This design comes from an exercise in tuning for small area and a short achievable clock period on the open sky130 flow, not from production work. The RTL was checked by simulation tests, not by an equivalence proof against the original design. No activity file was given, so power comes from the tool's default toggle rates.

## flow/flow/run.sh

```bash
#!/bin/bash
# Layout: the standard flow (standard.sh, all steps), except that the port buffers
# that buffer_ports adds during placement are a plain buffer (sky130_fd_sc_hd__buf_2)
# rather than the delay-cell buffer it picks by itself. make's and every ORFS step's
# full output is in standard.log here and in orfs/logs/.
set -euo pipefail
export BUFFER_PORTS_ARGS="-buffer_cell sky130_fd_sc_hd__buf_2"
bash standard.sh finish > standard.log 2>&1
```

## flow/standard.sh

```bash
#!/bin/bash
# synth_recipe.tcl (not shown) runs the flow's synth.tcl, then flattens the netlist and writes it again
# the make line also repeats each setting of config.mk as NAME=value (left out here)
make -C /OpenROAD-flow-scripts/flow DESIGN_CONFIG=/design/flow/config.mk WORK_HOME=/design/flow/orfs CLKGATE_MAP_FILE= SYNTH_SCRIPT=/design/flow/synth_recipe.tcl "${@:-finish}"
```

## flow/config.mk

```make
export PLATFORM = sky130hd
export DESIGN_NAME = regfile_mp_sb
export DESIGN_NICKNAME = regfile_mp_sb
export VERILOG_FILES = /design/flow/design.v
export SDC_FILE = /design/flow/constraint.sdc
export NUM_CORES = 4
export LEC_CHECK = 0
export CAP_MARGIN = 20
export CORE_MARGIN = 2
export CORE_UTILIZATION = 50
export CTS_BUF_LIST = sky130_fd_sc_hd__clkbuf_4 sky130_fd_sc_hd__clkbuf_8
export PLACE_DENSITY = 0.65
export SETUP_SLACK_MARGIN = 1.4
export SLEW_MARGIN = 20
export SYNTH_HIERARCHICAL = 1
```

## flow/constraint.sdc

```tcl
create_clock -name core_clock -period 6.5 [get_ports {clk}]
set_input_delay 1.3000 -clock core_clock [delete_from_list [all_inputs] [get_ports {clk}]]
set_output_delay 1.3000 -clock core_clock [all_outputs]
set_load 0.01 [all_outputs]
```

## flow/design.v

```verilog
package regfile_mp_sb_pkg;
  localparam int RF_DATA_W   = 32;
  localparam int RF_ADDR_W   = 5;
  localparam int RF_NUM_RD   = 2;
  localparam int RF_ZERO_IDX = 0;
  typedef logic [RF_ADDR_W-1:0] rf_addr_t;
  typedef logic [RF_DATA_W-1:0] rf_data_t;
  typedef struct packed {
    rf_addr_t rs;
    rf_addr_t rt;
  } rf_rd_req_t;
  typedef struct packed {
    rf_data_t rs_val;
    rf_data_t rt_val;
  } rf_rd_rsp_t;
endpackage
module regfile_rd_port #(
  parameter int DATA_W = regfile_mp_sb_pkg::RF_DATA_W,
  parameter int DEPTH  = 32
) (
  input  logic [4:0]                   raddr,
  input  logic [DEPTH-1:1][DATA_W-1:0] regs_n,   
  input  logic [DEPTH-1:1]             valid,
  input  logic [DEPTH-1:1]             busy,
  input  logic [4:0]                   waddr,
  input  logic                         wren,
  input  logic [DATA_W-1:0]            wdata,
  output logic [DATA_W-1:0]            rdata,
  output logic                         rbusy
);
  logic [3:0] lo;
  logic [7:0] hi;
  for (genvar j = 0; j < 4; j++) begin : g_lo
    rf_g_dec2 #(.V(j)) u_lo (.a(raddr[1:0]), .y(lo[j]));
  end
  for (genvar m = 0; m < 8; m++) begin : g_hi
    rf_g_dec3 #(.V(m)) u_hi (.a(raddr[4:2]), .y(hi[m]));
  end
  logic [4:0] eq;
  logic       hit_n0, hit_n1, a_zero, byp;
  for (genvar j = 0; j < 5; j++) begin : g_eq
    rf_g_xnor2 u_eq (.a(raddr[j]), .b(waddr[j]), .y(eq[j]));
  end
  rf_g_nand3 u_hn0 (.a(eq[0]), .b(eq[1]), .c(eq[2]), .y(hit_n0));
  rf_g_nand3 u_hn1 (.a(eq[3]), .b(eq[4]), .c(wren),  .y(hit_n1));
  rf_g_and2  u_az  (.a(lo[0]), .b(hi[0]), .y(a_zero));
  rf_g_nor3  u_byp (.a(hit_n0), .b(hit_n1), .c(a_zero), .y(byp));
  logic [DEPTH-1:1] nsel;
  for (genvar i = 1; i < DEPTH; i++) begin : g_sel
    rf_g_nand3 u_sel (.a(lo[i%4]), .b(hi[i/4]), .c(valid[i]), .y(nsel[i]));
  end
  for (genvar b = 0; b < DATA_W; b++) begin : g_bit
    logic [15:0] t;
    for (genvar g = 0; g < 15; g++) begin : g_oai
      rf_g_oai22 u_oai (.a0(nsel[2*g+1]), .a1(regs_n[2*g+1][b]), .b0(nsel[2*g+2]), .b1(regs_n[2*g+2][b]), .y(t[g]));
    end
    rf_g_nor2 u_last (.a(nsel[31]), .b(regs_n[31][b]), .y(t[15]));
    logic z;
    rf_g_or16c u_o (.a(t), .c(byp), .y(z));
    rf_g_a21o  u_m (.a0(byp), .a1(wdata[b]), .b(z), .y(rdata[b]));
  end
  logic [7:0] gb;
  logic [3:0] x;
  for (genvar m = 0; m < 8; m++) begin : g_bg
    logic [1:0] p;
    rf_g_aoi22 u_p0 (.a0(lo[0]), .a1(m == 0 ? 1'b0 : busy[4*m+0]), .b0(lo[1]), .b1(busy[4*m+1]), .y(p[0]));
    rf_g_aoi22 u_p1 (.a0(lo[2]), .a1(busy[4*m+2]),                 .b0(lo[3]), .b1(busy[4*m+3]), .y(p[1]));
    rf_g_nand2 u_g  (.a(p[0]), .b(p[1]), .y(gb[m]));
  end
  for (genvar q = 0; q < 4; q++) begin : g_bx
    rf_g_aoi22 u_x (.a0(hi[2*q]), .a1(gb[2*q]), .b0(hi[2*q+1]), .b1(gb[2*q+1]), .y(x[q]));
  end
  rf_g_aoi41 u_rb (.a(x[0]), .b(x[1]), .c(x[2]), .d(x[3]), .e(byp), .y(rbusy));
endmodule
module rf_g_aoi22 (input logic a0, a1, b0, b1, output logic y);
  assign y = ~((a0 & a1) | (b0 & b1));
endmodule
module rf_g_aoi41 (input logic a, b, c, d, e, output logic y);
  assign y = ~((a & b & c & d) | e);
endmodule
module rf_g_nand4 (input logic a, b, c, d, output logic y);
  assign y = ~(a & b & c & d);
endmodule
module rf_g_nand3 (input logic a, b, c, output logic y);
  assign y = ~(a & b & c);
endmodule
module rf_g_nand2 (input logic a, b, output logic y);
  assign y = ~(a & b);
endmodule
module rf_g_nor3 (input logic a, b, c, output logic y);
  assign y = ~(a | b | c);
endmodule
module rf_g_oai22 (input logic a0, a1, b0, b1, output logic y);
  assign y = ~((a0 | a1) & (b0 | b1));
endmodule
module rf_g_or16c (input logic [15:0] a, input logic c, output logic y);
  logic [3:0] u;
  assign u[0] = ~|a[3:0];
  assign u[1] = ~|a[7:4];
  assign u[2] = ~|a[11:8];
  assign u[3] = ~|a[15:12];
  assign y    = ~((&u) | c);
endmodule
module rf_g_a21o (input logic a0, a1, b, output logic y);
  assign y = (a0 & a1) | b;
endmodule
module rf_g_nor2 (input logic a, b, output logic y);
  assign y = ~(a | b);
endmodule
module rf_g_and2 (input logic a, b, output logic y);
  assign y = a & b;
endmodule
module rf_g_xnor2 (input logic a, b, output logic y);
  assign y = ~(a ^ b);
endmodule
module rf_g_dec2 #(parameter int V = 0) (input logic [1:0] a, output logic y);
  assign y = (a == 2'(V));
endmodule
module rf_g_dec3 #(parameter int V = 0) (input logic [2:0] a, output logic y);
  assign y = (a == 3'(V));
endmodule
module rf_g_dec3e #(parameter int V = 0) (input logic [2:0] a, input logic e, output logic y);
  assign y = e && (a == 3'(V));
endmodule
module regfile_mp_sb #(
  parameter int DATA_W   = regfile_mp_sb_pkg::RF_DATA_W,
  parameter int ADDR_W   = regfile_mp_sb_pkg::RF_ADDR_W,
  parameter int NUM_RD   = regfile_mp_sb_pkg::RF_NUM_RD
) (
  input  logic                     clk,
  input  logic                     rst_n,
  input  logic [NUM_RD*ADDR_W-1:0] raddr,
  output logic [NUM_RD*DATA_W-1:0] rdata,
  output logic [NUM_RD-1:0]        rbusy,
  input  logic                     wren,
  input  logic [ADDR_W-1:0]        waddr,
  input  logic [DATA_W-1:0]        wdata,
  input  logic                     alloc_en,
  input  logic [ADDR_W-1:0]        alloc_addr,
  input  logic                     flush,
  output logic [ADDR_W:0]          busy_cnt
);
  localparam int DEPTH = 2**ADDR_W;
  logic [DEPTH-1:1][DATA_W-1:0] regs_n;    
  logic [DATA_W-1:0] wdata_n;
  logic [DEPTH-1:1] valid;
  logic [DEPTH-1:1] busy;
  logic [DEPTH-1:1] busy_nxt;
  logic [DEPTH-1:1] busy_ret;
  logic [DEPTH-1:1] wdec;
  logic [DEPTH-1:1] nwdec;
  logic [DEPTH-1:1] adec;
  logic [3:0]       wlo;
  logic [7:0]       whi;
  logic [ADDR_W:0]  busy_cnt_q;
  logic [ADDR_W:0]  cnt_nxt;
  logic [ADDR_W:0]  cnt_up;
  logic [ADDR_W:0]  cnt_dn;
  logic             cnt_inc;
  logic             cnt_dec;
  logic             alloc_any;
  for (genvar j = 0; j < 4; j++) begin : g_wlo
    rf_g_dec2 #(.V(j)) u_wlo (.a(waddr[1:0]), .y(wlo[j]));
  end
  for (genvar m = 0; m < 8; m++) begin : g_whi
    rf_g_dec3e #(.V(m)) u_whi (.a(waddr[4:2]), .e(wren), .y(whi[m]));
  end
  for (genvar i = 1; i < DEPTH; i++) begin : g_wdec
    rf_g_and2  u_wd  (.a(wlo[i%4]), .b(whi[i/4]), .y(wdec[i]));
    rf_g_nand2 u_nwd (.a(wlo[i%4]), .b(whi[i/4]), .y(nwdec[i]));
  end
  always_comb begin
    for (int i = 1; i < DEPTH; i++)
      adec[i] = alloc_en && (alloc_addr == ADDR_W'(i));
  end
  assign wdata_n = ~wdata;
  always_ff @(posedge clk) begin
    for (int i = 1; i < DEPTH; i++)
      if (wdec[i]) regs_n[i] <= wdata_n;
  end
  always_ff @(posedge clk or negedge rst_n) begin
    if (!rst_n) valid <= '0;
    else        valid <= valid | wdec;
  end
  assign busy_ret  = busy & nwdec;
  assign busy_nxt  = (flush ? '0 : busy_ret) | adec;
  assign cnt_dec   = |(busy & wdec);
  assign cnt_inc   = |(adec & ~busy_ret);
  assign alloc_any = |adec;
  assign cnt_up    = busy_cnt_q + 1'b1;
  assign cnt_dn    = busy_cnt_q - 1'b1;
  always_comb begin
    if (flush)
      cnt_nxt = {{ADDR_W{1'b0}}, alloc_any};
    else if (cnt_inc && !cnt_dec)
      cnt_nxt = cnt_up;
    else if (cnt_dec && !cnt_inc)
      cnt_nxt = cnt_dn;
    else
      cnt_nxt = busy_cnt_q;
  end
  always_ff @(posedge clk or negedge rst_n) begin
    if (!rst_n) begin
      busy       <= '0;
      busy_cnt_q <= '0;
    end else begin
      busy       <= busy_nxt;
      busy_cnt_q <= cnt_nxt;
    end
  end
  assign busy_cnt = busy_cnt_q;
  for (genvar k = 0; k < NUM_RD; k++) begin : g_rd
    regfile_rd_port #(
      .DATA_W(DATA_W),
      .DEPTH (DEPTH)
    ) u_rd (
      .raddr(raddr[k*ADDR_W +: ADDR_W]),
      .regs_n(regs_n),
      .valid(valid),
      .busy (busy),
      .waddr(waddr),
      .wren (wren),
      .wdata(wdata),
      .rdata(rdata[k*DATA_W +: DATA_W]),
      .rbusy(rbusy[k])
    );
  end
endmodule
```

==> qor.csv, run 1 <==
metric;value;unit
height of the die;300;um
max incr delay on CP;0.50;ns
R2R Path Start;busy[6];
Hold Path Class;register to register;
GP Congestion;0.949;
Initial Utilization;50.4;%
Min-Delay Path Depth;1;
part of the cycle the worst path needs;80.7;%
I/O Buffers;128;
#FFs+latches synth;1060;
TritonCTS Sinks;1060;
CTS HTree Levels;4;
Setup CP Type;input pin to primary output;
Synth Net Count;3028;
CP arrival;3.95;ns
Post-Syn Instances;2966;
Post-synth EDFFs;992;
Max Clk Rate;191;MHz
outcome;complete, no violations;
Synth cell types;63;
syn avg cell area;14.7;um^2
largest net degree at the start of global routing;69;
Hold Crit Start;valid[24];
crit-path most repeated cell;buf_2;
dpl hpwl;99900;um
site row count;108;
1st-pass router iterations;6;
TNS Setup;0;ns
Total GRT Usage;38.7;%
Rel. slew slack;30.8;%
Synthesis Warnings;7;
worst path required time;5.20;ns
leakage power;16.6;nW
CTS Hold Bufs;0;
RSZ-0062 raised after global routing;true;
IO Count;129;
WHS Endpoint;valid[24];
routed vias/inst;7.74;
area delta synth->final;17.0;%
die width;300;um
CTS tree;done;
initial antenna violation count;5;
drt total wl;177000;um
Core Region;86600;um^2
clk buf depth;3;
Final ANT Viol Nets;0;
Final min period;5.25;ns
routed vias;36400;
CTS buffer count;167;
Max-Cap Viols;0;
CP endpoint kind;primary output;
Reg2Reg Depth;14;
gr ovfl total;0;
FF-to-FF End;busy_cnt_q[5];
fraction of layout cells with a size suffix above 1;21.9;%
ys flop type;edfxtp_1;
most frequent cells in the layout;o22ai_1, edfxtp_1, nor4_1;
reg-to-reg slack, setup;2.67;ns
Synth async-reset ratio;6.42;%
Final Setup Violations;0;
post-synthesis cell area;43700;um^2
DRC Markers;0;
final net count;3467;
clk_skew;0.0199;ns
Worst VDD drop;0.238;mV
detail-routed net length per standard cell;37.6;um
count of final hold-check violations;0;
Root Driver;clkbuf_8;
P per Cell Area;281;nW/um^2
Clock transition at path regs;0.06;ns
Worst path slowest cell;nor4_2;
CP Cell Sequence;buf_2 -> and2_2 -> buf_4 -> nand3_2 -> buf_6 -> o22ai_1 -> nor4_2 -> a41oi_1 -> a21o_1 -> buf_2;
Slew @ Worst Pin;1.04;ns
DIE AREA;89700;um^2
total power;14.3;mW
sequential-to-total area share from yosys stat;72.1;%
global-route wire length before repair;247000;um
DR iter-0 viols;6361;
vias in the first global route;35400;
crit start category;input pin;
insertion delay to the later sink of the worst-skew pair;0.86;ns
CP max FO;15;
Final Max Slew Viols;0;
[critical path, delay by kind of cell]
kind	cells	cell delay (ns)
AOI/OAI and AO/OA	3	0.82
and+or+nand+nor	3	0.96
buffers and inverters	4	0.85
[Yosys cell counts (all sizes together) (17+ instances only)]
library cell  instances  area share, %
and2                 36           0.52
a22oi                53            1.4
nand3                77           0.88
inv                  38           0.33
nor4                256            3.7
o22ai               992             14
edfxtp              992             68
a41oi                66            1.4
dfrtp                68            3.9
a21o                 66            1.1
nor2                 69           0.59
nand2                82           0.70
a21oi                17           0.19
or2                  32           0.46
[metal layers]
layer | track usage [%] | share of wire, % | wire length [um] | vias to the layer above
met5 | 0.370 | 0.051 | 91 | -
met4 | 22.2 | 7.0 | 12300 | 8
met3 | 13.9 | 17 | 29600 | 920
met2 | 56.4 | 43 | 75500 | 3895
met1 | 50.2 | 33 | 59200 | 17500
li1 | - | - | - | 14000
[registers in the layout, summed over array words and instances, names as in the netlist]
name        flops
busy           31
regs_n        992
valid          31
busy_cnt_q      6
[Yosys stat by module, one instance, submodules excluded, excerpt]
| module | flops+latches | cells inside |
|---|---|---|
| regfile_mp_sb | 1060 | 1320 |
| rf_g_nor2 | 0 | 1 |
| rf_g_oai22 | 0 | 1 |
| rf_g_a21o | 0 | 1 |
| rf_g_xnor2 | 0 | 1 |
| rf_g_nand3 | 0 | 1 |
| rf_g_nand2 | 0 | 1 |
| rf_g_nor3 | 0 | 1 |
| rf_g_aoi41 | 0 | 1 |
| rf_g_and2 | 0 | 1 |
| rf_g_aoi22 | 0 | 1 |
| rf_g_or16c | 0 | 5 |
[report_power, final]
group          switching, mW  internal, mW
logic                  0.705         0.365
registers              0.122          7.60
clock network           2.68          2.87
total                   3.50          10.8
[through the flow]
step | hold slack, ns | utilization (%) | setup WS (ns) | cell area (um^2) | cells
final | 0.545 | 59.0 | 1.25 | 51100 | 4703
after global routing | 0.561 | 59.0 | 1.31 | 51100 | 4698
after CTS | 0.543 | 58.5 | 1.34 | 50700 | 4683
after detailed placement | 0.523 | 54.5 | 0.976 | 47200 | 4377
after global placement | 0.521 | 54.5 | 1.04 | 47200 | 4377
after floorplan | 0.461 | - | 1.44 | 43700 | 2966
[kinds of logic after synthesis]
| logic type | share of synthesized area, % |
|---|---|
| multiplexers | 0.0487 |
| adder cells (fa/ha/maj) | 0.160 |
| flip-flops | 72.1 |
| XOR/XNOR | 0.261 |
| AND/OR/NAND/NOR | 8.18 |
| AO/OA/AOI/OAI | 18.7 |
| buffers and inverters | 0.510 |
| other | 0.0172 |
[worst max-delay path by stage]
stage	depth (start not counted)	start	to	slack [ns]
final	10	raddr[0]	rdata[18]	1.25
after CTS	9	raddr[2]	rdata[23]	1.34
after global routing	10	raddr[0]	rdata[23]	1.31
after floorplan	15	waddr[0]	busy_cnt_q[5]	1.44
after detailed placement	9	raddr[2]	rdata[23]	0.98
after global placement	9	raddr[2]	rdata[23]	1.04
[cell type report]
cell class,count,area (um^2)
fillers,6591,35500
well taps,1155,1450
multi-input cells,1853,12800
inverters,38,143
repair buffers,285,2030
flip-flops and latches,1060,31500
diodes,6,15.0
clock buffers,224,2750
clock inverters,82,468
[what timing repair did]
action | 4_1_cts | 5_1_grt
pin swaps | 0 | 5
hold endpoints to repair | 0 | 0
resized for setup | 44 | 42
buffers inserted | 0 | 14
setup endpoints to repair | 64 | 50
==> run 2, diff against run 1 <==
==> flow/run.sh (new file) <==
#!/bin/bash
# synth_recipe.tcl (not shown) runs the flow's synth.tcl, then flattens the netlist and writes it again
# the make line also repeats each setting of config.mk as NAME=value (left out here)
make -C /OpenROAD-flow-scripts/flow DESIGN_CONFIG=/design/flow/config.mk WORK_HOME=/design/flow/orfs CLKGATE_MAP_FILE= SYNTH_SCRIPT=/design/flow/synth_recipe.tcl finish
removed: flow/flow/run.sh
removed: flow/standard.sh
==> qor.csv, run 2 <==
metric;value;unit;change
outcome;complete, no violations;;
Combinational Power Share;8.8;%;+1.3 points
WP buf/inv;4;;unchanged
Initial Utilization;50.4;%;unchanged
Int Pwr;11.1;mW;+2.4%
initial antenna violation count;10;;+5
Synth cell types;63;;unchanged
die width;300;um;unchanged
Clk network pwr share;38.6;%;about the same
CTS HTree Levels;4;;unchanged
Final Setup Violations;0;;unchanged
I/O Buffers;128;;unchanged
Clock transition at path regs;0.05;ns;about the same
DR iter-0 viols;6759;;+6.3%
dpl hpwl;94600;um;-5.3%
area share of the largest cell type after synthesis;68.2;%;unchanged
routed vias;36800;;+1.2%
site row count;108;;unchanged
synth top area cells;edfxtp_1, o22ai_1, dfrtp_1, nor4_1, a41oi_1;;
CP Cell Sequence;clkbuf_4 -> and3b_2 -> buf_6 -> nand3_4 -> buf_16 -> o22ai_1 -> nor4_2 -> a41oi_2 -> a21o_1 -> clkdlybuf4s50_1;;
IO Count;129;;unchanged
largest net degree at the start of global routing;69;;unchanged
pre-CTS WS;0.429;ns;-0.547 ns
Synth Area in Compound Gates;18.7;%;unchanged
Post-DP Area;48400;um^2;+2.5%
Final min period;5.19;ns;-0.0596 ns
global-route wire length before repair;249000;um;+0.77%
P_sw;3.57;mW;+1.8%
Setup CP Type;input pin to primary output;;
Final Max Slew Viols;0;;unchanged
clk_skew;0.0116;ns;-0.00828 ns
leakage power;18.0;nW;+8.9%
CP arrival;3.89;ns;-0.06 ns
Seq pwr share;52.7;%;-1.2 points
CTS buffer count;168;;+0.60%
P per Cell Area;267;nW/um^2;-4.7%
Synth Net Count;3028;;unchanged
largest family of logic cells by synthesized area;compound AO/OA/AOI/OAI gates;;
switching fraction of total power;24.3;%;-0.10 points
Max Clk Rate;193;MHz;+1.1%
area share of and/or/nand/nor cells after synthesis;8.18;%;unchanged
worst path required time;5.20;ns;about the same
count of final hold-check violations;0;;unchanged
routed vias/inst;7.66;;-0.98%
CTS Hold Bufs;0;;unchanged
commonest non-fill, non-tap cell in the layout;edfxtp_1;;
Rel. slew slack;27.7;%;-3.1 points
Largest regs;regs_n x992, busy x31, valid x31;;
Post-Syn Instances;2966;;unchanged
detail-routed net length per standard cell;38.8;um;+3.2%
GP Congestion;0.956;;+0.72%
Crit path max-delay family;buffers and inverters;;
sequential-to-total area share from yosys stat;72.1;%;unchanged
fraction of layout cells with a size suffix above 1;24.9;%;+3.0 points
Slew @ Worst Pin;1.08;ns;+0.0432 ns
#FFs+latches synth;1060;;unchanged
final worst slack;1.31;ns;+0.0596 ns
Hold Path Class;register to register;;
DRC Markers;0;;unchanged
Post-synth EDFFs;992;;unchanged
DIE AREA;89700;um^2;unchanged
insertion delay to the later sink of the worst-skew pair;0.88;ns;+0.02 ns
Synth area leader;edfxtp_1;;
max reg flops;992;;unchanged
adder-cell share of the synthesized area;0.160;%;unchanged
area delta synth->final;25.6;%;
final net count;3575;;+3.1%
post-synthesis xor/xnor area fraction;0.261;%;unchanged
Worst path slowest cell;nor4_2;;
CTS tree;done;;
Final Non-Filler Cells;4807;;+2.2%
Root Driver;clkbuf_8;;
TNS Setup;0;ns;unchanged
Min Hold Slack;0.538;ns;-0.00658 ns
CP max FO;9;;-6
Synthesis Warnings;7;;unchanged
Inst Count DP;4396;;+0.43%
Final ANT Viol Nets;0;;unchanged
fin util;63.3;%;+4.3 points
syn avg cell area;14.7;um^2;unchanged
Synth top cells by count;edfxtp_1, o22ai_1, nor4_1, nand2_1, nand3_1;;
1st-pass router iterations;10;;+4
part of the cycle the worst path needs;79.8;%;-0.92 points
crit start category;input pin;;
Max-Cap Viols;0;;unchanged
total power;14.7;mW;+2.2%
Fill cells;6104;;-7.4%
clk buf depth;3;;unchanged
vias in the first global route;36000;;+1.6%
gr ovfl total;0;;unchanged
CP endpoint kind;primary output;;
Most flops, register;regs_n;;
post-synthesis cell area;43700;um^2;unchanged
max incr delay on CP;0.49;ns;about the same
Total GRT Usage;39.2;%;+0.48 points
drt total wl;186000;um;+5.5%
TritonCTS Sinks;1060;;unchanged
multiplexer area fraction after synthesis;0.0487;%;unchanged
Worst VDD drop;0.209;mV;-12%
post-route cell area;54800;um^2;+7.3%
height of the die;300;um;unchanged
Synth async-reset ratio;6.42;%;unchanged
RSZ-0062 raised after global routing;true;;
most frequent cells in the layout;edfxtp_1, o22ai_1, clkbuf_8;;
Core Region;86600;um^2;unchanged
ys flop type;edfxtp_1;;
==> run 2: cell count changes in the layout (fill, tap and decap cells not counted), moves of 11 or more <==
cell / delta
nor4_2: +90
dlymetal6s2s_1: +11
o22ai_2: +16
buf_4: +16
o22ai_1: -16
clkbuf_16: +12
buf_2: -124
nor4_1: -98
buf_12: +57
clkdlybuf4s50_1: +101
a41oi_2: +21
a41oi_1: -21
==> run 2: kinds of logic after synthesis <==
kind of cell               count (synthesis)
and+or+nand+nor                          614
buffers and inverters                     53
AOI/OAI and AO/OA                       1217
DFF                                     1060
adders and majority gates                  5
muxes                                      2
xor gates and xnor gates                  13
other                                      2
==> run 2: power groups by stage <==
stage,sequential [mW],clock (mW),combinational [mW]
finish,7.73,5.66,1.28
CTS,7.72,5.64,1.20
global route,7.74,5.94,1.33
floorplan,7.81,0,0.554
detailed placement,7.85,0,1.12
global placement,7.84,0,1.10
==> run 2: metal layers <==
layer  GRT usage (%)  wire [um]  up-vias
met2            57.1      79400     3774
met4            26.7      14800       10
li1                -          -    14200
met1            48.2      60400    17900
met5               0        172        -
met3            15.5      31600      893
==> run 2: worst paths after layout <==
check                          start             to  slack [ns]  depth (start not counted)
min                        valid[27]      valid[27]        0.54                          1
min reg2reg                valid[27]      valid[27]        0.54                          1
max in group asynchronous      rst_n      valid[30]        5.18                          2
min in group asynchronous      rst_n       busy[27]        0.62                          2
max reg2reg                  busy[1]  busy_cnt_q[5]        2.82                         13
max                         raddr[8]      rdata[57]        1.31                         10
==> run 2: final cells by class <==
class | instances | area [um^2] | share of cell area, %
well taps | 1155 | 1450 | 2.64
multi-input cells | 1853 | 13700 | 25.0
inverters | 38 | 143 | 0.260
clock inverters | 85 | 583 | 1.06
clock buffers | 215 | 2680 | 4.89
diodes | 9 | 22.5 | 0.0411
repair buffers | 392 | 4740 | 8.65
flip-flops and latches | 1060 | 31500 | 57.4
==> run 2: timing repair <==
action,CTS,global route
endpoints found under the hold margin,0,0
setup endpoints to repair,66,62
cloned,13,13
gates resized for setup,245,124
setup buffers,28,48
pin swaps,38,48
==> run 2: Yosys stat by module (local to each module, per instance), excerpt <==
module         cell area [um^2]  flip-flops and latches
rf_g_aoi22                 12.5                       0
rf_g_and2                  6.26                       0
regfile_mp_sb             33100                    1060
rf_g_xnor2                 8.76                       0
rf_g_nor3                  10.0                       0
rf_g_nor2                  3.75                       0
==> run 3, diff against run 2 <==
--- a/flow/design.v
+++ b/flow/design.v
@@ -25,6 +25,7 @@
   input  logic [4:0]                   waddr,
   input  logic                         wren,
   input  logic [DATA_W-1:0]            wdata,
+  input  logic [DATA_W-1:0]            wdata_n,   
   output logic [DATA_W-1:0]            rdata,
   output logic                         rbusy
 );
@@ -37,7 +38,7 @@
     rf_g_dec3 #(.V(m)) u_hi (.a(raddr[4:2]), .y(hi[m]));
   end
   logic [4:0] eq;
-  logic       hit_n0, hit_n1, a_zero, byp;
+  logic       hit_n0, hit_n1, a_zero, byp, nbyp;
   for (genvar j = 0; j < 5; j++) begin : g_eq
     rf_g_xnor2 u_eq (.a(raddr[j]), .b(waddr[j]), .y(eq[j]));
   end
@@ -45,19 +46,20 @@
   rf_g_nand3 u_hn1 (.a(eq[3]), .b(eq[4]), .c(wren),  .y(hit_n1));
   rf_g_and2  u_az  (.a(lo[0]), .b(hi[0]), .y(a_zero));
   rf_g_nor3  u_byp (.a(hit_n0), .b(hit_n1), .c(a_zero), .y(byp));
+  rf_g_or3   u_nbp (.a(hit_n0), .b(hit_n1), .c(a_zero), .y(nbyp));
   logic [DEPTH-1:1] nsel;
   for (genvar i = 1; i < DEPTH; i++) begin : g_sel
     rf_g_nand3 u_sel (.a(lo[i%4]), .b(hi[i/4]), .c(valid[i]), .y(nsel[i]));
   end
   for (genvar b = 0; b < DATA_W; b++) begin : g_bit
     logic [15:0] t;
+    logic        c;
     for (genvar g = 0; g < 15; g++) begin : g_oai
       rf_g_oai22 u_oai (.a0(nsel[2*g+1]), .a1(regs_n[2*g+1][b]), .b0(nsel[2*g+2]), .b1(regs_n[2*g+2][b]), .y(t[g]));
     end
-    rf_g_nor2 u_last (.a(nsel[31]), .b(regs_n[31][b]), .y(t[15]));
-    logic z;
-    rf_g_or16c u_o (.a(t), .c(byp), .y(z));
-    rf_g_a21o  u_m (.a0(byp), .a1(wdata[b]), .b(z), .y(rdata[b]));
+    rf_g_oai22 u_last (.a0(nsel[31]), .a1(regs_n[31][b]), .b0(nbyp), .b1(wdata_n[b]), .y(t[15]));
+    rf_g_nor2  u_c (.a(nbyp), .b(wdata[b]), .y(c));
+    rf_g_or16c u_o (.a(t), .c(c), .y(rdata[b]));
   end
   logic [7:0] gb;
   logic [3:0] x;
@@ -101,8 +103,8 @@
   assign u[3] = ~|a[15:12];
   assign y    = ~((&u) | c);
 endmodule
-module rf_g_a21o (input logic a0, a1, b, output logic y);
-  assign y = (a0 & a1) | b;
+module rf_g_or3 (input logic a, b, c, output logic y);
+  assign y = a | b | c;
 endmodule
 module rf_g_nor2 (input logic a, b, output logic y);
   assign y = ~(a | b);
@@ -221,6 +223,7 @@
       .waddr(waddr),
       .wren (wren),
       .wdata(wdata),
+      .wdata_n(wdata_n),
       .rdata(rdata[k*DATA_W +: DATA_W]),
       .rbusy(rbusy[k])
     );
==> flow/flow/run.sh (new file) <==
#!/bin/bash
# Layout: the standard flow (standard.sh, all steps), except that the port buffers
# that buffer_ports adds during placement are a plain buffer (sky130_fd_sc_hd__buf_2)
# rather than the delay-cell buffer it picks by itself. make's and every ORFS step's
# full output is in standard.log here and in orfs/logs/.
set -euo pipefail
export BUFFER_PORTS_ARGS="-buffer_cell sky130_fd_sc_hd__buf_2"
bash standard.sh finish > standard.log 2>&1
==> flow/standard.sh (new file) <==
#!/bin/bash
# synth_recipe.tcl (not shown) runs the flow's synth.tcl, then flattens the netlist and writes it again
# the make line also repeats each setting of config.mk as NAME=value (left out here)
make -C /OpenROAD-flow-scripts/flow DESIGN_CONFIG=/design/flow/config.mk WORK_HOME=/design/flow/orfs CLKGATE_MAP_FILE= SYNTH_SCRIPT=/design/flow/synth_recipe.tcl "${@:-finish}"
--- a/flow/config.mk
+++ b/flow/config.mk
@@ -10,6 +10,6 @@
 export CORE_UTILIZATION = 50
 export CTS_BUF_LIST = sky130_fd_sc_hd__clkbuf_4 sky130_fd_sc_hd__clkbuf_8
 export PLACE_DENSITY = 0.65
-export SETUP_SLACK_MARGIN = 1.4
+export SETUP_SLACK_MARGIN = 1.8
 export SLEW_MARGIN = 20
 export SYNTH_HIERARCHICAL = 1
removed: flow/run.sh
==> qor.csv, run 3 <==
metric;value;unit;change
Worst path slowest cell;nor4_2;;
dpl hpwl;100000;um;+6.1%
worst path required time;5.20;ns;about the same
final worst slack;1.67;ns;+0.360 ns
CTS HTree Levels;4;;unchanged
Post-Syn Instances;2968;;+0.067%
Most flops, register;regs_n;;
global-route wire length before repair;251000;um;+1.1%
Synth top cells by count;o22ai_1, edfxtp_1, nor4_1, nand2_1, nand3_1;;
area delta synth->final;23.8;%;
Final Max Slew Viols;0;;unchanged
Root Driver;clkbuf_8;;
TNS Setup;0;ns;unchanged
outcome;complete, no violations;;
Final Setup Violations;0;;unchanged
count of final hold-check violations;0;;unchanged
most common cell in the netlist;o22ai_1;;
Core Region;86600;um^2;unchanged
switching fraction of total power;24.8;%;+0.45 points
Synth Net Count;3030;;+0.066%
ys flop type;edfxtp_1;;
height of the die;299;um;about the same
Final min period;4.83;ns;-0.360 ns
syn avg cell area;14.7;um^2;-0.22%
I/O Buffers;128;;unchanged
WP buf/inv;3;;-1
post-route cell area;54000;um^2;-1.6%
RSZ-0062 raised after global routing;true;;
Synth async-reset ratio;6.42;%;unchanged
GP Congestion;0.975;;+2.0%
CP startpoint;raddr[7];;
Combinational Power Share;7.7;%;-1.1 points
CTS buffer count;172;;+2.4%
Synthesis Warnings;7;;unchanged
CTS tree;done;;
initial antenna violation count;6;;-4
Final ANT Viol Nets;0;;unchanged
insertion delay to the later sink of the worst-skew pair;0.86;ns;-0.02 ns
clk buf depth;3;;unchanged
Int Pwr;11.1;mW;+0.32%
synth top area cells;edfxtp_1, o22ai_1, dfrtp_1, nor4_1, a41oi_1;;
Worst VDD drop;0.237;mV;+14%
gr ovfl total;0;;unchanged
Synth cell types;64;;+1.6%
1st-pass router iterations;10;;unchanged
clk_skew;0.0183;ns;+0.00671 ns
post-synthesis cell area;43600;um^2;-0.15%
largest net degree at the start of global routing;69;;unchanged
Post-DP Area;47100;um^2;-2.7%
Max-Cap Viols;0;;unchanged
drt total wl;183000;um;-1.8%
Min Hold Slack;0.555;ns;+0.0165 ns
routed vias;37700;;+2.4%
Post-synth EDFFs;992;;unchanged
Initial Utilization;50.3;%;-0.078 points
P per Cell Area;274;nW/um^2;+2.6%
max incr delay on CP;0.42;ns;-0.07 ns
Setup CP Type;input pin to primary output;;
DIE AREA;89600;um^2;-0.15%
leakage power;17.3;nW;-4.3%
Rel. slew slack;21.9;%;-5.8 points
Fill cells;6183;;+1.3%
R2R Path Start;busy[1];;
TritonCTS Sinks;1060;;unchanged
detail-routed net length per standard cell;37.8;um;-2.5%
max reg flops;992;;unchanged
site row count;108;;unchanged
Slew @ Worst Pin;1.17;ns;+0.0872 ns
area share of the largest cell type after synthesis;68.3;%;+0.11 points
part of the cycle the worst path needs;74.3;%;-5.5 points
commonest non-fill, non-tap cell in the layout;o22ai_1;;
fraction of layout cells with a size suffix above 1;28.4;%;+3.5 points
CP arrival;3.53;ns;-0.36 ns
CP max FO;14;;+5
vias in the first global route;36600;;+1.8%
IO Count;129;;unchanged
DRC Markers;0;;unchanged
Largest regs;regs_n x992, busy x31, valid x31;;
Crit path max-delay family;simple AND/OR/NAND/NOR gates;;
CP Cell Sequence;clkbuf_4 -> and3b_2 -> nand3_4 -> buf_8 -> o22ai_1 -> nor4_2 -> a41oi_2 -> buf_2;;
Synth area leader;edfxtp_1;;
routed vias/inst;7.80;;+1.8%
most frequent cells in the layout;o22ai_1, edfxtp_1, buf_4;;
Seq pwr share;52.4;%;-0.3 points
Hold Crit Start;valid[31];;
CP endpoint kind;primary output;;
Total GRT Usage;39.4;%;+0.23 points
sequential-to-total area share from yosys stat;72.2;%;+0.11 points
#FFs+latches synth;1060;;unchanged
P_sw;3.67;mW;+2.8%
CTS Hold Bufs;0;;unchanged
die width;299;um;about the same
Clk network pwr share;39.8;%;+1.2 points
Clock transition at path regs;0.06;ns;about the same
Max Clk Rate;207;MHz;+7.5%
Hold Path Class;register to register;;
DR iter-0 viols;6961;;+3.0%
crit start category;input pin;;
pre-CTS WS;0.888;ns;+0.459 ns
final net count;3602;;+0.76%
run 3: cell count changes after synthesis:
cell and change:
a21o_1 -64, or3_1 +2, o22ai_1 +64
run 3: area by class of cell:
type                       count  area [um^2]  share of cell area (%)
multi-input combinational   1864        14000                    25.9
clock buffer                 223         2760                    5.12
tap                         1155         1450                    2.68
antenna                        2         5.00                 0.00927
inverter                      38          143                   0.264
sequential                  1060        31500                    58.4
clock inverter                92          706                    1.31
timing repair buffer         404         3410                    6.33
run 3: final timing paths:
| check | endpoint | slack [ns] | depth (start not counted) |
|---|---|---|---|
| setup / recovery | rdata[49] | 1.67 | 8 |
| hold / removal | valid[31] | 0.55 | 1 |
| setup reg to reg | busy_cnt_q[5] | 2.82 | 13 |
| hold reg to reg | valid[31] | 0.55 | 1 |
| max in group asynchronous | busy_cnt_q[2] | 5.20 | 2 |
| min in group asynchronous | valid[4] | 0.67 | 2 |
run 3: power groups by stage:
stage                     Sequential, mW  Combinational, mW  Clock, mW
after CTS                           7.75               1.05       5.89
after detailed placement            7.85              0.939          0
after global routing                7.77               1.18       6.20
final                               7.76               1.14       5.90
after global placement              7.85              0.919          0
after floorplan                     7.81              0.511          0
run 3: worst register-to-register path: stages (launching register included):
cell,delay [ns]
dfrtp_1,0.53
a22o_1,0.27
a221oi_1,0.23
nand3_1,0.12
or4_1,0.61
a21oi_4,0.25
inv_2,0.09
ha_1,0.29
a21o_1,0.20
a21oi_2,0.17
o21bai_1,0.08
a21oi_1,0.17
mux2i_1,0.24
mux2_1,0.34
run 3: per-module statistics from Yosys (local to each module, per instance), a selection:
| module | cells inside | flip-flops and latches | copies in the design |
|---|---|---|---|
| rf_g_nor3 | 1 | 0 | 2 |
| rf_g_nor2 | 1 | 0 | 64 |
| rf_g_or3 | 1 | 0 | 2 |
| rf_g_nand2 | 1 | 0 | 47 |
| rf_g_aoi41 | 1 | 0 | 2 |
| rf_g_and2 | 1 | 0 | 33 |
| regfile_mp_sb | 1320 | 1060 | 1 |
run 3: kinds of logic after synthesis:
group | count (synthesis) | share of synthesized area [%]
compound gates | 1217 | 18.5
xor+xnor | 13 | 0.261
fa+ha+maj | 5 | 0.161
buf+inv | 53 | 0.511
flops | 1060 | 72.2
mux | 2 | 0.0488
other cells | 2 | 0.0172
simple gates | 616 | 8.23
run 3: per-stage QoR:
step	util, %	total power, mW	cells
2_1_floorplan	-	8.32	2968
3_3_place_gp	54.3	8.76	4377
3_5_place_dp	54.3	8.79	4377
4_1_cts	61.2	14.7	4796
5_1_grt	62.3	15.1	4837
6_report	62.3	14.8	4838
run 3: timing repair:
item,4_1_cts,5_1_grt
setup endpoints to repair,65,64
pin swaps,36,29
resized for setup,216,106
cloned,7,4
hold endpoints to repair,0,0
setup buffers,97,36
run 3: layer usage:
layer | routed length [um] | global-route usage [%] | up-vias
met5 | 293 | 0.741 | -
met4 | 13800 | 25.6 | 15
met3 | 32300 | 16.4 | 973
met2 | 76800 | 55.9 | 4069
met1 | 59800 | 49.8 | 18200
li1 | - | - | 14400
==> run 4, diff against run 3 <==
--- a/flow/design.v
+++ b/flow/design.v
@@ -34,6 +34,10 @@
   for (genvar j = 0; j < 4; j++) begin : g_lo
     rf_g_dec2 #(.V(j)) u_lo (.a(raddr[1:0]), .y(lo[j]));
   end
+  logic [3:0] lob;
+  for (genvar j = 0; j < 4; j++) begin : g_lob
+    rf_g_dec2 #(.V(j)) u_lob (.a(raddr[1:0]), .y(lob[j]));
+  end
   for (genvar m = 0; m < 8; m++) begin : g_hi
     rf_g_dec3 #(.V(m)) u_hi (.a(raddr[4:2]), .y(hi[m]));
   end
@@ -44,7 +48,7 @@
   end
   rf_g_nand3 u_hn0 (.a(eq[0]), .b(eq[1]), .c(eq[2]), .y(hit_n0));
   rf_g_nand3 u_hn1 (.a(eq[3]), .b(eq[4]), .c(wren),  .y(hit_n1));
-  rf_g_and2  u_az  (.a(lo[0]), .b(hi[0]), .y(a_zero));
+  rf_g_and2  u_az  (.a(lob[0]), .b(hi[0]), .y(a_zero));
   rf_g_nor3  u_byp (.a(hit_n0), .b(hit_n1), .c(a_zero), .y(byp));
   rf_g_or3   u_nbp (.a(hit_n0), .b(hit_n1), .c(a_zero), .y(nbyp));
   logic [DEPTH-1:1] nsel;
@@ -65,8 +69,8 @@
   logic [3:0] x;
   for (genvar m = 0; m < 8; m++) begin : g_bg
     logic [1:0] p;
-    rf_g_aoi22 u_p0 (.a0(lo[0]), .a1(m == 0 ? 1'b0 : busy[4*m+0]), .b0(lo[1]), .b1(busy[4*m+1]), .y(p[0]));
-    rf_g_aoi22 u_p1 (.a0(lo[2]), .a1(busy[4*m+2]),                 .b0(lo[3]), .b1(busy[4*m+3]), .y(p[1]));
+    rf_g_aoi22 u_p0 (.a0(lob[0]), .a1(m == 0 ? 1'b0 : busy[4*m+0]), .b0(lob[1]), .b1(busy[4*m+1]), .y(p[0]));
+    rf_g_aoi22 u_p1 (.a0(lob[2]), .a1(busy[4*m+2]),                 .b0(lob[3]), .b1(busy[4*m+3]), .y(p[1]));
     rf_g_nand2 u_g  (.a(p[0]), .b(p[1]), .y(gb[m]));
   end
   for (genvar q = 0; q < 4; q++) begin : g_bx
==> qor.csv, run 4 <==
metric;value;unit;change
outcome;complete, no violations;;
GP Congestion;0.967;;-0.84%
Max Clk Rate;207;MHz;-0.22%
die width;300;um;about the same
drt total wl;185000;um;+1.3%
area of the multi-input gates;14100;um^2;+1.0%
crit start category;input pin;;
I/O Buffers;128;;unchanged
CP endpoint kind;primary output;;
Synth area leader;edfxtp_1;;
Initial Utilization;50.4;%;+0.087 points
Clock transition at path regs;0.06;ns;about the same
routed vias/inst;7.83;;+0.42%
Max-Cap Viols;0;;unchanged
Final min period;4.84;ns;+0.0109 ns
vias in the first global route;36400;;-0.55%
fraction of layout cells with a size suffix above 1;28.5;%;about the same
max reg flops;992;;unchanged
Final Max Slew Viols;0;;unchanged
Most flops, register;regs_n;;
DR iter-0 viols;7552;;+8.5%
routed vias;38000;;+0.62%
DIE AREA;89700;um^2;+0.17%
DRC Markers;0;;unchanged
Post-synth EDFFs;992;;unchanged
IO Count;129;;unchanged
CTS HTree Levels;4;;unchanged
Largest regs;regs_n x992, busy x31, valid x31;;
Synth async-reset ratio;6.42;%;unchanged
Root Driver;clkbuf_8;;
CTS tree;done;;
dpl hpwl;100000;um;about the same
TNS Setup;0;ns;unchanged
count of final hold-check violations;0;;unchanged
Hold Path Class;register to register;;
CTS Hold Bufs;0;;unchanged
clk buf depth;3;;unchanged
global-route wire length before repair;253000;um;+0.79%
most common cell in the netlist;o22ai_1;;
Total GRT Usage;40.0;%;+0.56 points
area share of the largest cell type after synthesis;68.2;%;-0.12 points
clk_skew;0.0238;ns;+0.00556 ns
RSZ-0062 raised after global routing;true;;
CTS buffer count;171;;-0.58%
area delta synth->final;24.3;%;
Post-Syn Instances;2976;;+0.27%
CP arrival;3.54;ns;about the same
post-synthesis cell area;43700;um^2;+0.17%
Slew @ Worst Pin;1.03;ns;-0.136 ns
Inst Count DP;4385;;+0.18%
Reg2Reg Depth;14;;+1
FF-to-FF End;busy_cnt_q[5];;
Final Setup Violations;0;;unchanged
largest net degree at the start of global routing;69;;unchanged
insertion delay to the later sink of the worst-skew pair;0.88;ns;+0.02 ns
site row count;108;;unchanged
Synth cell types;64;;unchanged
Core Region;86600;um^2;unchanged
Synthesis Warnings;7;;unchanged
final net count;3619;;+0.47%
initial antenna violation count;5;;-1
Synth Net Count;3038;;+0.26%
Fill cells;6219;;+0.58%
R2R Path Start;busy[1];;
Min-Delay Path Depth;1;;unchanged
P per Cell Area;275;nW/um^2;+0.31%
TritonCTS Sinks;1060;;unchanged
syn avg cell area;14.7;um^2;about the same
gr ovfl total;0;;unchanged
commonest non-fill, non-tap cell in the layout;o22ai_1;;
#FFs+latches synth;1060;;unchanged
height of the die;300;um;about the same
WHS Endpoint;valid[18];;
Setup CP Type;input pin to primary output;;
most frequent cells in the layout;o22ai_1, edfxtp_1, buf_4;;
part of the cycle the worst path needs;74.5;%;+0.17 points
sequential-to-total area share from yosys stat;72.1;%;-0.12 points
synth top area cells;edfxtp_1, o22ai_1, dfrtp_1, nor4_1, a41oi_1;;
worst path required time;5.20;ns;about the same
Rel. slew slack;31.2;%;+9.3 points
detail-routed net length per standard cell;38.2;um;+1.0%
Hold Crit Start;valid[18];;
leakage power;17.3;nW;+0.52%
Final Non-Filler Cells;4848;;+0.21%
ys flop type;edfxtp_1;;
Synth top cells by count;o22ai_1, edfxtp_1, nor4_1, nand2_1, nand3_1;;
Worst VDD drop;0.230;mV;-3.1%
1st-pass router iterations;11;;+1
Register Area;31500;um^2;unchanged
Final ANT Viol Nets;0;;unchanged
CP max FO;9;;-5
reg-to-reg slack, setup;2.75;ns;-0.07 ns
run 4: critical path, stage by stage:
cell and delay [ns]:
clkbuf_4 0.19, and3b_4 0.32, buf_4 0.19, nand3_4 0.14
buf_4 0.18, o22ai_1 0.08, nor4_1 0.65, a41oi_2 0.28
buf_2 0.21
run 4: how the worst max path moves through the flow:
stage	cells after the start	slack, ns	endpoint	from
after floorplan	15	1.49	busy_cnt_q[5]	waddr[2]
after global placement	9	0.95	rdata[55]	raddr[8]
after detailed placement	9	0.77	rdata[55]	raddr[8]
after CTS	11	1.74	rdata[43]	raddr[6]
after global routing	8	1.73	rdata[10]	raddr[4]
final	9	1.66	rdata[16]	raddr[3]
run 4: stage by stage:
stage / area [um^2] / power (mW) / utilization [%] / hold slack [ns] / setup WS, ns
floorplan: 43700 / 8.31 / - / 0.461 / 1.49
global placement: 47100 / 8.77 / 54.4 / 0.519 / 0.947
detailed placement: 47100 / 8.80 / 54.4 / 0.532 / 0.774
CTS: 53100 / 14.8 / 61.3 / 0.548 / 1.74
global route: 54300 / 15.2 / 62.7 / 0.561 / 1.73
finish: 54300 / 14.9 / 62.7 / 0.561 / 1.66
run 4: Yosys stat by module (local to each module, per instance), excerpt:
module	flops+latches	times used	cell area, um^2	cells inside
rf_g_nand3	0	66	5.00	1
rf_g_or16c	0	64	33.8	5
rf_g_nor3	0	2	10.0	1
rf_g_xnor2	0	10	8.76	1
rf_g_or3	0	2	6.26	1
rf_g_nand2	0	47	3.75	1
regfile_mp_sb	1060	1	33100	1320
rf_g_oai22	0	1024	6.26	1
rf_g_and2	0	33	6.26	1
rf_g_aoi22	0	40	12.5	1
rf_g_aoi41	0	2	16.3	1
rf_g_nor2	0	64	3.75	1
run 4: final cells by class:
cell class | instances | area share [%]
diodes | 5 | 0.0231
clock buffers | 227 | 5.17
clock inverters | 77 | 1.26
inverters | 38 | 0.270
multi-input cells | 1879 | 26.0
flip-flops and latches | 1060 | 58.0
well taps | 1155 | 2.66
repair buffers | 407 | 6.56
run 4: routing by layer:
| layer | routed length [um] | share of wire, % | track usage, % | vias to the layer above |
|---|---|---|---|---|
| met3 | 33300 | 18 | 16.7 | 1076 |
| li1 | - | - | - | 14500 |
| met1 | 59600 | 32 | 50.1 | 18200 |
| met2 | 77600 | 42 | 57.1 | 4220 |
| met4 | 14200 | 7.7 | 25.3 | 22 |
| met5 | 573 | 0.31 | 2.38 | - |
run 4: where the power goes:
group | total [mW] | internal (mW) | leakage, nW | switching [mW]
Sequential | 7.79 | 7.60 | 9.80 | 0.186
Clock | 5.98 | 3.23 | 1.83 | 2.76
Combinational | 1.16 | 0.411 | 5.71 | 0.754
Total | 14.9 | 11.2 | 17.3 | 3.70
run 4: cell families (layout without fill, tap and decap cells):
| group | Yosys count | count (layout) | synth area share, % |
|---|---|---|---|
| adders and majority gates | 5 | 5 | 0.160 |
| AOI/OAI and AO/OA | 1217 | 1217 | 18.5 |
| and+or+nand+nor | 624 | 640 | 8.38 |
| xor gates and xnor gates | 13 | 13 | 0.261 |
| muxes | 2 | 2 | 0.0487 |
| other | 2 | 7 | 0.0172 |
| DFF | 1060 | 1060 | 72.1 |
| buffers and inverters | 53 | 749 | 0.510 |
run 4: what timing repair did:
item,CTS,global route
buffers inserted,87,48
gates resized for setup,241,115
setup endpoints to repair,64,65
pin swaps,60,31
cloned,14,5
==> run 5, diff against run 4 <==
--- a/flow/design.v
+++ b/flow/design.v
@@ -42,15 +42,15 @@
     rf_g_dec3 #(.V(m)) u_hi (.a(raddr[4:2]), .y(hi[m]));
   end
   logic [4:0] eq;
-  logic       hit_n0, hit_n1, a_zero, byp, nbyp;
+  logic       hit_n0, hit_n1, byp, nbyp, a_nz;
   for (genvar j = 0; j < 5; j++) begin : g_eq
     rf_g_xnor2 u_eq (.a(raddr[j]), .b(waddr[j]), .y(eq[j]));
   end
   rf_g_nand3 u_hn0 (.a(eq[0]), .b(eq[1]), .c(eq[2]), .y(hit_n0));
   rf_g_nand3 u_hn1 (.a(eq[3]), .b(eq[4]), .c(wren),  .y(hit_n1));
-  rf_g_and2  u_az  (.a(lob[0]), .b(hi[0]), .y(a_zero));
-  rf_g_nor3  u_byp (.a(hit_n0), .b(hit_n1), .c(a_zero), .y(byp));
-  rf_g_or3   u_nbp (.a(hit_n0), .b(hit_n1), .c(a_zero), .y(nbyp));
+  rf_g_nor2  u_byp (.a(hit_n0), .b(hit_n1), .y(byp));
+  rf_g_or2   u_nbp (.a(hit_n0), .b(hit_n1), .y(nbyp));
+  rf_g_or5   u_nz  (.a(raddr), .y(a_nz));
   logic [DEPTH-1:1] nsel;
   for (genvar i = 1; i < DEPTH; i++) begin : g_sel
     rf_g_nand3 u_sel (.a(lo[i%4]), .b(hi[i/4]), .c(valid[i]), .y(nsel[i]));
@@ -62,7 +62,7 @@
       rf_g_oai22 u_oai (.a0(nsel[2*g+1]), .a1(regs_n[2*g+1][b]), .b0(nsel[2*g+2]), .b1(regs_n[2*g+2][b]), .y(t[g]));
     end
     rf_g_oai22 u_last (.a0(nsel[31]), .a1(regs_n[31][b]), .b0(nbyp), .b1(wdata_n[b]), .y(t[15]));
-    rf_g_nor2  u_c (.a(nbyp), .b(wdata[b]), .y(c));
+    rf_g_aoi21 u_c (.a0(wdata[b]), .a1(a_nz), .b(nbyp), .y(c));
     rf_g_or16c u_o (.a(t), .c(c), .y(rdata[b]));
   end
   logic [7:0] gb;
@@ -93,9 +93,6 @@
 module rf_g_nand2 (input logic a, b, output logic y);
   assign y = ~(a & b);
 endmodule
-module rf_g_nor3 (input logic a, b, c, output logic y);
-  assign y = ~(a | b | c);
-endmodule
 module rf_g_oai22 (input logic a0, a1, b0, b1, output logic y);
   assign y = ~((a0 | a1) & (b0 | b1));
 endmodule
@@ -107,8 +104,14 @@
   assign u[3] = ~|a[15:12];
   assign y    = ~((&u) | c);
 endmodule
-module rf_g_or3 (input logic a, b, c, output logic y);
-  assign y = a | b | c;
+module rf_g_or2 (input logic a, b, output logic y);
+  assign y = a | b;
+endmodule
+module rf_g_or5 (input logic [4:0] a, output logic y);
+  assign y = |a;
+endmodule
+module rf_g_aoi21 (input logic a0, a1, b, output logic y);
+  assign y = ~((a0 & a1) | b);
 endmodule
 module rf_g_nor2 (input logic a, b, output logic y);
   assign y = ~(a | b);
--- a/flow/config.mk
+++ b/flow/config.mk
@@ -8,7 +8,9 @@
 export CAP_MARGIN = 20
 export CORE_MARGIN = 2
 export CORE_UTILIZATION = 50
-export CTS_BUF_LIST = sky130_fd_sc_hd__clkbuf_4 sky130_fd_sc_hd__clkbuf_8
+export CTS_BUF_LIST = sky130_fd_sc_hd__clkbuf_16
+export CTS_CLUSTER_DIAMETER = 80
+export CTS_CLUSTER_SIZE = 24
 export PLACE_DENSITY = 0.65
 export SETUP_SLACK_MARGIN = 1.8
 export SLEW_MARGIN = 20
==> qor.csv, run 5 <==
metric;value;unit;change
outcome;complete, no violations;;
Initial Utilization;50.6;%;+0.13 points
post-route cell area;52800;um^2;-2.8%
Most flops, register;regs_n;;
largest family of logic cells by synthesized area;compound AO/OA/AOI/OAI gates;;
sequential-to-total area share from yosys stat;71.6;%;-0.52 points
insertion delay to the later sink of the worst-skew pair;0.66;ns;-0.22 ns
height of the die;301;um;+0.36%
post-synthesis cell area;44000;um^2;+0.73%
Synth cell types;65;;+1.6%
CP max FO;13;;+4
Final min period;4.82;ns;-0.0149 ns
Combinational Power Share;9.2;%;+1.4 points
TritonCTS Sinks;1060;;unchanged
routed vias;37600;;-1.0%
Synth area leader;edfxtp_1;;
Largest regs;regs_n x992, busy x31, valid x31;;
DR iter-0 viols;7178;;-5.0%
Slew @ Worst Pin;1.06;ns;+0.0251 ns
part of the cycle the worst path needs;74.2;%;-0.23 points
Post-synth EDFFs;992;;unchanged
Synthesis Warnings;7;;unchanged
adder-cell share of the synthesized area;0.159;%;-0.0012 points
initial antenna violation count;5;;unchanged
worst path required time;5.20;ns;about the same
Synth Area in Compound Gates;19.7;%;+1.1 points
#FFs+latches synth;1060;;unchanged
syn avg cell area;14.8;um^2;+0.60%
clk_skew;0.0150;ns;-0.00884 ns
drt total wl;184000;um;-0.63%
Post-DP Area;47400;um^2;+0.65%
commonest non-fill, non-tap cell in the layout;o22ai_1;;
Core Region;87000;um^2;+0.47%
final net count;3513;;-2.9%
Rel. slew slack;29.5;%;-1.7 points
area share of the largest cell type after synthesis;67.7;%;-0.50 points
Final Non-Filler Cells;4642;;-4.2%
Max Clk Rate;207;MHz;+0.31%
die width;301;um;+0.36%
count of final hold-check violations;0;;unchanged
CTS Hold Bufs;0;;unchanged
Synth async-reset ratio;6.42;%;unchanged
post-synthesis xor/xnor area fraction;0.259;%;-0.0019 points
Clock transition at path regs;0.09;ns;+0.03 ns
DRC Markers;0;;unchanged
global-route wire length before repair;254000;um;+0.28%
Min Hold Slack;0.605;ns;+0.0445 ns
P per Cell Area;243;nW/um^2;-12%
most common cell in the netlist;o22ai_1;;
multiplexer area fraction after synthesis;0.0483;%;-0.00035 points
crit start category;input pin;;
I/O Buffers;128;;unchanged
leakage power;16.3;nW;-5.8%
CP arrival;3.52;ns;-0.02 ns
Final ANT Viol Nets;0;;unchanged
Root Driver;clkbuf_16;;
Inst Count DP;4387;;+0.046%
Int Pwr;9.67;mW;-14%
Setup CP Type;input pin to primary output;;
Seq pwr share;60.6;%;+8.4 points
Max-Cap Viols;0;;unchanged
routed vias/inst;8.09;;+3.4%
Worst VDD drop;0.274;mV;+19%
CTS HTree Levels;2;;-2
Final Setup Violations;0;;unchanged
gr ovfl total;0;;unchanged
IO Count;129;;unchanged
fin util;60.7;%;-2.0 points
area delta synth->final;20.0;%;
P_sw;3.16;mW;-15%
Clk network pwr share;30.3;%;-9.7 points
Final Max Slew Viols;0;;unchanged
Hold Path Class;register to register;;
GP Congestion;0.980;;+1.3%
Synth top cells by count;o22ai_1, edfxtp_1, nor4_1, nand2_1, nand3_1;;
vias in the first global route;35800;;-1.8%
CP endpoint kind;primary output;;
Total GRT Usage;39.5;%;-0.42 points
RSZ-0062 raised after global routing;true;;
TNS Setup;0;ns;unchanged
Synth Net Count;3042;;+0.13%
Post-Syn Instances;2980;;+0.13%
1st-pass router iterations;13;;+2
clk buf depth;3;;unchanged
most frequent cells in the layout;o22ai_1, edfxtp_1, buf_4;;
max reg flops;992;;unchanged
dpl hpwl;102000;um;+2.0%
CTS tree;done;;
synth top area cells;edfxtp_1, o22ai_1, dfrtp_1, nor4_1, a21oi_2;;
CTS buffer count;54;;-68%
switching fraction of total power;24.6;%;-0.14 points
site row count;108;;unchanged
fraction of layout cells with a size suffix above 1;26.8;%;-1.7 points
DIE AREA;90400;um^2;+0.72%
detail-routed net length per standard cell;39.7;um;+3.8%
area share of and/or/nand/nor cells after synthesis;7.78;%;-0.61 points
largest net degree at the start of global routing;69;;unchanged
ys flop type;edfxtp_1;;
[run 5: repair_timing]
action | in CTS | in global routing
gates resized for setup | 211 | 125
pin swaps | 39 | 32
setup buffers | 109 | 38
gates cloned | 15 | 0
endpoints found under the setup margin | 65 | 65
[run 5: worst max-delay path: stages]
cell and delay [ns]:
clkbuf_4 0.19, nor2_4 0.26, buf_4 0.22, nand3_4 0.30
buf_4 0.37, o22ai_1 0.27, nor4_2 0.10, a41oi_1 0.29
buf_2 0.20
[run 5: final cells by class]
cell class	instances	area (um^2)
fill	6424	34200
sequential	1060	31500
multi-input combinational	1882	14500
timing repair buffer	415	3560
tap	1155	1450
clock buffer	56	1400
clock inverter	28	254
inverter	38	150
antenna	8	20.0
[run 5: per-layer routing]
metal | up-vias | track usage, % | part of all wire, %
met4 | 12 | 22.2 | 7.1
met2 | 3982 | 56.8 | 42
met3 | 1004 | 17.6 | 18
met1 | 18300 | 50.0 | 33
li1 | 14200 | - | -
met5 | - | 0.688 | 0.15
[run 5: Yosys stat by module (local to each module, per instance), excerpt]
module         cells inside  cell area, um^2
rf_g_and2                 1             6.26
regfile_mp_sb          1320            33100
rf_g_aoi21                1             8.76
rf_g_oai22                1             6.26
rf_g_or2                  1             6.26
rf_g_aoi22                1             12.5
rf_g_or16c                5             33.8
rf_g_or5                  3             12.5
rf_g_xnor2                1             8.76
rf_g_nor2                 1             3.75
[run 5: final timing paths]
path,cells past startpoint,slack [ns],endpoint,from
setup reg to reg,14,2.80,busy_cnt_q[5],busy[1]
setup / recovery,9,1.68,rdata[25],raddr[0]
min in group asynchronous,2,0.87,busy[24],rst_n
hold reg to reg,1,0.61,valid[18],valid[18]
max in group asynchronous,2,5.03,valid[4],rst_n
hold / removal,1,0.61,valid[18],valid[18]
[run 5: power groups by stage]
stage                     clock, mW  combinational (mW)  sequential [mW]
final                          3.88                1.17             7.77
after global routing           4.10                1.21             7.78
after CTS                      3.87                1.07             7.75
after detailed placement          0               0.959             7.85
after global placement            0               0.938             7.84
after floorplan                   0               0.514             7.81
[run 5: metrics by stage]
step                total power, mW  worst slack [ns]
floorplan                      8.32              1.55
global placement               8.78             0.914
detailed placement             8.81             0.883
CTS                            12.7              1.72
global route                   13.1              1.69
finish                         12.8              1.68
[run 5: logic make-up (layout without fill, tap and decap cells)]
group           count (synthesis)  in the layout
compound gates               1281           1281
flops                        1060           1060
simple gates                  564            579
buf+inv                        53            537
xor+xnor                       13             13
fa+ha+maj                       5              5
other cells                     2             10
mux                             2              2
==> run 6, diff against run 5 <==
--- a/flow/design.v
+++ b/flow/design.v
@@ -77,6 +77,9 @@
     rf_g_aoi22 u_x (.a0(hi[2*q]), .a1(gb[2*q]), .b0(hi[2*q+1]), .b1(gb[2*q+1]), .y(x[q]));
   end
   rf_g_aoi41 u_rb (.a(x[0]), .b(x[1]), .c(x[2]), .d(x[3]), .e(byp), .y(rbusy));
+endmodule
+module rf_g_ao22 (input logic a0, a1, b0, b1, output logic y);
+  assign y = (a0 & a1) | (b0 & b1);
 endmodule
 module rf_g_aoi22 (input logic a0, a1, b0, b1, output logic y);
   assign y = ~((a0 & a1) | (b0 & b1));
@@ -183,9 +186,14 @@
       adec[i] = alloc_en && (alloc_addr == ADDR_W'(i));
   end
   assign wdata_n = ~wdata;
+  logic [DEPTH-1:1][DATA_W-1:0] regs_d;
+  for (genvar i = 1; i < DEPTH; i++) begin : g_wr
+    for (genvar b = 0; b < DATA_W; b++) begin : g_b
+      rf_g_ao22 u_h (.a0(wdec[i]), .a1(wdata_n[b]), .b0(nwdec[i]), .b1(regs_n[i][b]), .y(regs_d[i][b]));
+    end
+  end
   always_ff @(posedge clk) begin
-    for (int i = 1; i < DEPTH; i++)
-      if (wdec[i]) regs_n[i] <= wdata_n;
+    regs_n <= regs_d;
   end
   always_ff @(posedge clk or negedge rst_n) begin
     if (!rst_n) valid <= '0;
--- a/flow/config.mk
+++ b/flow/config.mk
@@ -12,6 +12,6 @@
 export CTS_CLUSTER_DIAMETER = 80
 export CTS_CLUSTER_SIZE = 24
 export PLACE_DENSITY = 0.65
-export SETUP_SLACK_MARGIN = 1.8
+export SETUP_SLACK_MARGIN = 1.6
 export SLEW_MARGIN = 20
 export SYNTH_HIERARCHICAL = 1
==> qor.csv, run 6 <==
metric;value;unit;change
outcome;complete, no violations;;
area share of the largest cell type after synthesis;46.4;%;-21 points
CTS Hold Bufs;0;;unchanged
vias in the first global route;43500;;+22%
insertion delay to the later sink of the worst-skew pair;0.67;ns;about the same
total power;15.4;mW;+20%
final worst slack;1.43;ns;-0.245 ns
sequential-to-total area share from yosys stat;50.4;%;-21 points
CP max FO;32;;+19
DR iter-0 viols;8433;;+17%
Clock transition at path regs;0.09;ns;about the same
Post-DP Area;47200;um^2;-0.51%
Inst Count DP;5476;;+25%
CP arrival;3.77;ns;+0.25 ns
Setup CP Type;input pin to primary output;;
area delta synth->final;19.1;%;
pre-CTS WS;0.862;ns;-0.0210 ns
Synth cell types;67;;+3.1%
Critical path destination;rdata[59];;
Most flops, register;regs_n;;
commonest non-fill, non-tap cell in the layout;o22ai_1;;
Final Setup Violations;0;;unchanged
global-route wire length before repair;318000;um;+25%
gr ovfl total;0;;unchanged
syn avg cell area;10.8;um^2;-27%
CTS buffer count;53;;-1.9%
I/O Buffers;128;;unchanged
Final Non-Filler Cells;5655;;+22%
Max Clk Rate;197;MHz;-4.8%
P per Cell Area;303;nW/um^2;+25%
Synth Net Count;4032;;+33%
FF-to-FF End;busy_cnt_q[5];;
height of the die;296;um;-1.4%
Worst VDD drop;0.246;mV;-10%
routed vias/inst;8.34;;+3.0%
Slew @ Worst Pin;1.23;ns;+0.176 ns
routed vias;47200;;+26%
clk buf depth;3;;unchanged
DRC Markers;0;;unchanged
Total GRT Usage;50.3;%;+11 points
CTS tree;done;;
CP startpoint;raddr[9];;
TritonCTS Sinks;1060;;unchanged
largest net degree at the start of global routing;69;;unchanged
die width;296;um;-1.4%
GP Congestion;0.975;;-0.51%
site row count;107;;-0.93%
IO Count;129;;unchanged
max reg flops;992;;unchanged
reg-to-reg slack, setup;2.92;ns;+0.12 ns
part of the cycle the worst path needs;78.0;%;+3.8 points
CP Cell Sequence;clkbuf_4 -> and3b_1 -> nand3_2 -> buf_6 -> o22ai_1 -> nor4_2 -> a41oi_2 -> buf_2;;
max incr delay on CP;0.59;ns;+0.22 ns
initial antenna violation count;20;;+15
Synth async-reset ratio;6.42;%;unchanged
synth top area cells;dfxtp_1, a22o_1, o22ai_1, dfrtp_1, nor4_1;;
clk_skew;0.0139;ns;-0.00112 ns
Min Hold Slack;0.504;ns;-0.101 ns
fraction of layout cells with a size suffix above 1;20.9;%;-5.9 points
crit start category;input pin;;
fin util;59.9;%;-0.72 points
worst path required time;5.20;ns;about the same
Synth area leader;dfxtp_1;;
Final min period;5.07;ns;+0.245 ns
count of final hold-check violations;0;;unchanged
most frequent cells in the layout;o22ai_1, a22o_1, dfxtp_1;;
Worst path slowest cell;nor4_2;;
R2R Path Start;busy[1];;
drt total wl;229000;um;+24%
CTS HTree Levels;2;;unchanged
Post-Syn Instances;3970;;+33%
Final ANT Viol Nets;0;;unchanged
Root Driver;clkbuf_16;;
Hold Crit Start;regs_n[178];;
Initial Utilization;50.3;%;-0.25 points
dpl hpwl;128000;um;+25%
Core Region;85000;um^2;-2.3%
TNS Setup;0;ns;unchanged
Final Max Slew Viols;0;;unchanged
Synthesis Warnings;7;;unchanged
Rel. slew slack;17.9;%;-12 points
final net count;4539;;+29%
post-route cell area;50900;um^2;-3.5%
Post-synth EDFFs;0;;-100%
post-synthesis cell area;42800;um^2;-2.8%
CP endpoint kind;primary output;;
RSZ-0062 raised after global routing;true;;
most common cell in the netlist;o22ai_1;;
Hold Path Class;register to register;;
Reg2Reg Depth;12;;-2
detail-routed net length per standard cell;40.5;um;+2.2%
leakage power;20.5;nW;+25%
Max-Cap Viols;0;;unchanged
Largest regs;regs_n x992, busy x31, valid x31;;
ys flop type;dfxtp_1;;
DIE AREA;87900;um^2;-2.8%
Synth top cells by count;o22ai_1, a22o_1, dfxtp_1, nor4_1, nand2_1;;
1st-pass router iterations;8;;-5
#FFs+latches synth;1060;;unchanged
## run 6: changes by cell type after synthesis, moves of 6 or more
cell | previous run | this run
dfxtp_1 | 0 | 992
a22o_1 | 2 | 996
edfxtp_1 | 992 | 0
a221oi_1 | 1 | 8
a22oi_1 | 13 | 7
## run 6: power breakdown
part / leakage (nW) / switching (mW) / internal, mW
Sequential: 9.12 / 1.09 / 7.77
Clock: 0.785 / 2.29 / 1.59
Combinational: 10.6 / 1.35 / 1.36
Total: 20.5 / 4.72 / 10.7
## run 6: repair_timing
item / CTS / global route
gates resized for setup: 132 / 76
gates cloned: 5 / 1
setup buffers: 42 / 41
pin swaps: 14 / 18
setup endpoints to repair: 64 / 61
## run 6: area by class of cell
| cell class | instances | area, um^2 |
|---|---|---|
| clock inverters | 20 | 170 |
| diodes | 14 | 35.0 |
| fillers | 7057 | 34100 |
| flip-flops and latches | 1060 | 21600 |
| repair buffers | 459 | 3660 |
| inverters | 40 | 153 |
| clock buffers | 55 | 1380 |
| multi-input cells | 2863 | 22600 |
| well taps | 1144 | 1430 |
## run 6: worst min-delay path by stage
stage                              to  slack, ns  cells past startpoint
after floorplan             valid[10]       0.46                      1
after global placement    regs_n[528]       0.48                      1
after detailed placement  regs_n[669]       0.48                      1
after CTS                 regs_n[166]       0.51                      1
after global routing      regs_n[781]       0.52                      1
final                     regs_n[178]       0.50                      1
## run 6: critical path, delay by kind of cell
kind / cells / cell delay, ns
AOI/OAI and AO/OA: 2 / 0.46
buffers and inverters: 3 / 0.87
and+or+nand+nor: 3 / 1.06
## run 6: routing by layer
layer,GRT usage [%],routed length [um],share of wire (%),vias to the layer above
met2,66.9,87000,38,4960
met4,37.1,22300,9.7,26
li1,-,-,-,18300
met3,26.2,40300,18,1480
met1,61.1,79200,35,22400
met5,0.998,460,0.20,-
## run 6: per-module statistics from Yosys, one instance, submodules excluded, a selection
module,cells,flip-flops and latches,area [um^2],copies in the design
rf_g_ao22,1,0,8.76,992
rf_g_nand2,1,0,3.75,47
rf_g_aoi22,1,0,12.5,40
rf_g_nor2,1,0,3.75,2
rf_g_or16c,5,0,33.8,64
rf_g_and2,1,0,6.26,31
## run 6: kinds of logic (layout without fill, tap and decap cells)
kind of cell	Yosys count	after routing	synth area share, %
flip-flops	1060	1060	50.4
AND/OR/NAND/NOR	563	569	7.99
XOR/XNOR	13	13	0.266
other	2	16	0.0176
adder cells (fa/ha/maj)	5	5	0.164
buffers and inverters	53	574	0.524
AO/OA/AOI/OAI	2272	2272	40.6
multiplexers	2	2	0.0497

[re-timing with driven ports]
How much do the figures lean on ideal ports? The routed layouts below were timed once more, with nothing changed but the port constraints.
Step 1 sets driving cells, clkbuf_16 on the clock port and buf_2 on the other inputs (assumed; they add their load-dependent delay and slew).
Step 2 times the ports against the registers' clock, not the clock port: input delays grow and output delays shrink by t, the midpoint of the rising clock arrivals with the driver on.
Three values: ideal ports, drivers, drivers and shift; two values: the first two.
run | t (ns) | setup WS [ns]
run 1 | 0.896 | 1.251 / 1.182 / 1.091
run 2 | 0.922 | 1.311 / 1.218 / 0.863
run 3 | 0.934 | 1.671 / 1.647 / 0.880
run 4 | 0.938 | 1.660 / 1.632 / 1.180
run 5 | 0.727 | 1.675 / 1.649 / 1.273
run 6 | 0.732 | 1.430 / 1.402 / 1.080
After both steps setup and hold are still met in every run listed.
